This design comes from an exercise in tuning for small area, a short achievable clock period and few clock cycles per item on the open sky130 flow, not from production work.
Power figures rest on the tool's default switching activity, not on a simulated workload.

Setup of run A:
==> module alu_exec, before the edit <==
module alu_exec (
	input  logic                  clk,
	input  logic                  arst_n,
	input  logic                  in_valid,
	input  logic [5:0]            in_op,
	input  logic [32-1:0] in_a,
	input  logic [32-1:0] in_b,
	output logic                  out_valid,
	output logic [32-1:0] out_result,
	output logic                  flag_n,
	output logic                  flag_z,
	output logic                  flag_v
);
	localparam int W = 32;
	logic [3:0] f;
	logic       legal;
	logic       arith;
	logic       sub;
	logic       shift;
	logic       sll;
	logic       lxor;
	logic       land;
	assign f     = in_op[3:0];
	assign legal = in_valid & (in_op[5:4] == 2'b10) & (~f[3] | (f[2:0] == 3'b000));
	assign arith = ~f[3] & ~f[2] & ~(f[1] & f[0]);    
	assign sub   = f[1] & ~f[2] & ~f[0];              
	assign shift = f[2] & f[1];                       
	assign sll   = f[0];                              
	assign lxor  = f[3];                              
	assign land  = f[2] & ~f[1];                      
	logic [W-1:0] bb;
	logic [W-1:0] p;
	logic [W-1:0] g;
	logic [W-1:0] log_res;
	logic [W-1:0] a_rev;
	assign bb = sub ? ~in_b : in_b;
	assign p  = in_a ^ bb;
	assign g  = in_a & bb;
	assign log_res = lxor ? p : land ? g : ~g;
	always_comb begin
		for (int i = 0; i < W; i++)
			a_rev[i] = in_a[W-1-i];
	end
	logic         s2_valid;
	logic         s2_arith;
	logic         s2_shift;
	logic         s2_sll;
	logic         s2_cin;
	logic [W-1:0] s2_x;    
	logic [W-1:0] s2_y;    
	logic [4:0]   s2_s;    
	always_ff @(posedge clk or negedge arst_n) begin
		if (!arst_n)
			s2_valid <= 1'b0;
		else
			s2_valid <= legal;
	end
	always_ff @(posedge clk) begin
		s2_arith <= arith;
		s2_shift <= shift;
		s2_sll   <= sll;
		s2_cin   <= sub;
		s2_x     <= arith ? p : shift ? (sll ? a_rev : in_a) : log_res;
		s2_y     <= g;
		s2_s     <= in_b[4:0];
	end
	logic [W-1:0] gg [0:5];
	logic [W-1:0] pp [0:5];
	logic [W:0]   c;
	logic [W-1:0] sum;
	logic [W-1:0] t;
	logic         z_sum;
	logic         v_sum;
	always_comb begin
		gg[0] = s2_y;
		pp[0] = s2_x;
		gg[0][0] = s2_y[0] | (s2_x[0] & s2_cin);
		for (int l = 0; l < 5; l++) begin
			gg[l+1] = gg[l];
			pp[l+1] = pp[l];
			for (int i = 0; i < W; i++) begin
				if (((i >> l) & 1) == 1) begin
					int j;
					j = ((i >> l) << l) - 1;
					gg[l+1][i] = gg[l][i] | (pp[l][i] & gg[l][j]);
					pp[l+1][i] = pp[l][i] & pp[l][j];
				end
			end
		end
	end
	assign c   = {gg[5], s2_cin};
	assign sum = s2_x ^ c[W-1:0];
	assign t     = s2_x | s2_y;
	assign z_sum = &(~(s2_x ^ {t[W-2:0], s2_cin}));
	assign v_sum = c[W] ^ c[W-1];
	logic [W-1:0] shf;
	logic [W-1:0] shf_rev;
	logic [W-1:0] result;
	assign shf = s2_x >> s2_s;
	always_comb begin
		for (int i = 0; i < W; i++)
			shf_rev[i] = shf[W-1-i];
	end
	assign result = s2_arith ? sum : s2_shift ? (s2_sll ? shf_rev : shf) : s2_x;
	always_ff @(posedge clk or negedge arst_n) begin
		if (!arst_n) begin
			out_valid <= 1'b0;
			flag_n    <= 1'b0;
			flag_z    <= 1'b0;
			flag_v    <= 1'b0;
		end else begin
			out_valid <= s2_valid;
			if (s2_valid && !s2_shift) begin
				flag_n <= result[W-1];
				flag_z <= s2_arith ? z_sum : (s2_x == '0);
				flag_v <= s2_arith & v_sum;
			end
		end
	end
	always_ff @(posedge clk) begin
		out_result <= result;
	end
endmodule
==> flow/config.mk <==
export PLATFORM = sky130hd
export DESIGN_NAME = alu_exec
export DESIGN_NICKNAME = alu_exec
export VERILOG_FILES = /design/flow/design.v
export SDC_FILE = /design/flow/constraint.sdc
export NUM_CORES = 4
export LEC_CHECK = 0
export CAP_MARGIN = 20
export CORE_MARGIN = 2
export CORE_UTILIZATION = 40
export SETUP_SLACK_MARGIN = 3.0
export SLEW_MARGIN = 20
==> flow/constraint.sdc <==
create_clock -name core_clock -period 5.5 [get_ports {clk}]
set_input_delay 1.1000 -clock core_clock [delete_from_list [all_inputs] [get_ports {clk}]]
set_output_delay 1.1000 -clock core_clock [all_outputs]
set_load 0.01 [all_outputs]
standard.sh (not shown) runs the stock make flow with config.mk's settings and CLKGATE_MAP_FILE= SYNTH_SCRIPT=/design/flow/synth_recipe.tcl, a recipe that flattens the netlist after the stock synthesis.
==> flow/flow/run.sh <==
#!/bin/bash
# Standard layout, with the port buffers made plain buffers rather than
# the delay cells buffer_ports picks by default.
export BUFFER_PORTS_ARGS="-buffer_cell sky130_fd_sc_hd__buf_2"
bash standard.sh > standard.log 2>&1
Setup changes, run A to run B
-- flow/design.v --
<<< run A, line 56
	logic [W-1:0] log_res;
	logic [W-1:0] a_rev;
	assign bb = sub ? ~in_b : in_b;
	assign p  = in_a ^ bb;
>>> run B, line 56
	logic [W-1:0] log_res;
	logic [W-1:0] a_rev;
	logic         gen;
	logic [W-1:0] x_d;
	logic [W-1:0] y_d;
	assign bb = sub ? ~in_b : in_b;
	assign p  = in_a ^ bb;
<<< run A, line 64
			a_rev[i] = in_a[W-1-i];
	end
	logic         s2_valid;
	logic         s2_arith;
	logic         s2_shift;
	logic         s2_sll;
	logic         s2_cin;
	logic [W-1:0] s2_x;    
	logic [W-1:0] s2_y;    
>>> run B, line 67
			a_rev[i] = in_a[W-1-i];
	end
	assign gen = legal & arith;
	always_comb begin
		x_d = arith ? p : shift ? (sll ? a_rev : in_a) : log_res;
		y_d = gen ? g : '0;
		x_d[0] = arith ? (p[0] ^ sub) : x_d[0];
		y_d[0] = gen & (g[0] | (p[0] & sub));
	end
	logic         s2_valid;
	logic         s2_arith;
	logic         s2_shift;
	logic         s2_sll;
	logic         s2_we;
	logic [W-1:0] s2_x;    
	logic [W-1:0] s2_y;    
<<< run A, line 82
		s2_shift <= shift;
		s2_sll   <= sll;
		s2_cin   <= sub;
		s2_x     <= arith ? p : shift ? (sll ? a_rev : in_a) : log_res;
		s2_y     <= g;
		s2_s     <= in_b[4:0];
	end
>>> run B, line 92
		s2_shift <= shift;
		s2_sll   <= sll;
		s2_we    <= legal & ~shift;
		s2_x     <= x_d;
		s2_y     <= y_d;
		s2_s     <= in_b[4:0];
	end
<<< run A, line 90
	logic [W-1:0] pp [0:5];
	logic [W:0]   c;
	logic [W-1:0] sum;
	logic [W-1:0] t;
	logic         z_sum;
	logic         v_sum;
	always_comb begin
		gg[0] = s2_y;
		pp[0] = s2_x;
		gg[0][0] = s2_y[0] | (s2_x[0] & s2_cin);
		for (int l = 0; l < 5; l++) begin
			gg[l+1] = gg[l];
>>> run B, line 100
	logic [W-1:0] pp [0:5];
	logic [W:0]   c;
	always_comb begin
		gg[0] = s2_y;
		pp[0] = s2_x;
		pp[0][0] = 1'b0;
		for (int l = 0; l < 5; l++) begin
			gg[l+1] = gg[l];
<<< run A, line 111
		end
	end
	assign c   = {gg[5], s2_cin};
	assign sum = s2_x ^ c[W-1:0];
	assign t     = s2_x | s2_y;
	assign z_sum = &(~(s2_x ^ {t[W-2:0], s2_cin}));
	assign v_sum = c[W] ^ c[W-1];
	logic [W-1:0] shf;
	logic [W-1:0] shf_rev;
	logic [W-1:0] result;
	assign shf = s2_x >> s2_s;
>>> run B, line 117
		end
	end
	assign c = {gg[5], 1'b0};
	logic [W-1:0] shf;
	logic [W-1:0] shf_rev;
	logic [W-1:0] m;
	logic [W-1:0] result;
	assign shf = s2_x >> s2_s;
<<< run A, line 124
			shf_rev[i] = shf[W-1-i];
	end
	assign result = s2_arith ? sum : s2_shift ? (s2_sll ? shf_rev : shf) : s2_x;
	always_ff @(posedge clk or negedge arst_n) begin
		if (!arst_n) begin
>>> run B, line 127
			shf_rev[i] = shf[W-1-i];
	end
	assign m      = s2_shift ? (s2_sll ? shf_rev : shf) : s2_x;
	assign result = m ^ c[W-1:0];
	logic [W-1:0] t;
	logic         z_sum;
	assign t     = s2_x | s2_y;
	assign z_sum = ~s2_x[0] & (s2_x[1] == s2_y[0]) & &(~(s2_x[W-1:2] ^ t[W-2:1]));
	always_ff @(posedge clk or negedge arst_n) begin
		if (!arst_n) begin
<<< run A, line 133
		end else begin
			out_valid <= s2_valid;
			if (s2_valid && !s2_shift) begin
				flag_n <= result[W-1];
				flag_z <= s2_arith ? z_sum : (s2_x == '0);
				flag_v <= s2_arith & v_sum;
			end
		end
	end
>>> run B, line 141
		end else begin
			out_valid <= s2_valid;
			flag_n <= (s2_we ? m[W-1] : flag_n) ^ c[W-1];
			if (s2_we)
				flag_z <= s2_arith ? z_sum : (s2_x == '0);
			flag_v <= (s2_we ? 1'b0 : flag_v) ^ c[W] ^ c[W-1];
		end
	end
### Flow results
- Run B | stages: all done | timing, DRC, antenna: all pass
- Compared with run A, run B shows a combinational fraction of design power that is 1.9 points lower.
- Diff run A -> run B: maximum frequency from static timing analysis rose by 8.8%; setup slack shows an increase of 0.22 ns; mapped cell area went down about 0.9%; worst-margin pin slew went down 0.39 ns.
- Of run A and run B, the run reporting the higher die outline area was run A.
- Area of combinational cells with multiple inputs sits lower in run B than in run A.
- Of run B and run A, it is run B that has the lower post-synthesis adder-cell area fraction.
- In run B relative to run A, total power draw had gone down by a little under 10%.
- On run B: static leakage power is about 3% lower than what run A gave.
- In the tables for run A and run B, wire length of the first global-routing pass reads lower with run B.
- Summary: total length of routed wires, run B better than run A
- Of run A and run B, the lower number of distinct library cells after synthesis belongs to run B.
- [run B] post-synthesis to final-layout area growth fell 3.6 points relative to run A
No run of this note included a check of the RTL's function; only the layout flow was run.

## separate check: timing with driven ports
No port has a modelled driver above. Below, the same layouts with a new extraction and two added sets of constraints. Step 1: set_driving_cell puts a clkbuf_16 on clk and a buf_2 on each other input, an assumption about the parent block. Step 2 also shifts input and output timing later by t, the mid clock arrival at the registers, as if the neighbouring blocks saw the same clock. Slacks: no drivers / after step 1 / after step 2; pairs: no drivers / after step 1.
run	shift t [ns]	setup WS [ns]	worst setup path at the end
run A	0.407	2.738 / 2.738 / 2.634	input to register
run B	0.397	2.961 / 2.961 / 2.611	input to register
After both steps every run listed still meets setup and hold. For run B, which loses most, drivers alone change the setup slack by 0.000 ns; drivers and shift together by -0.350 ns.
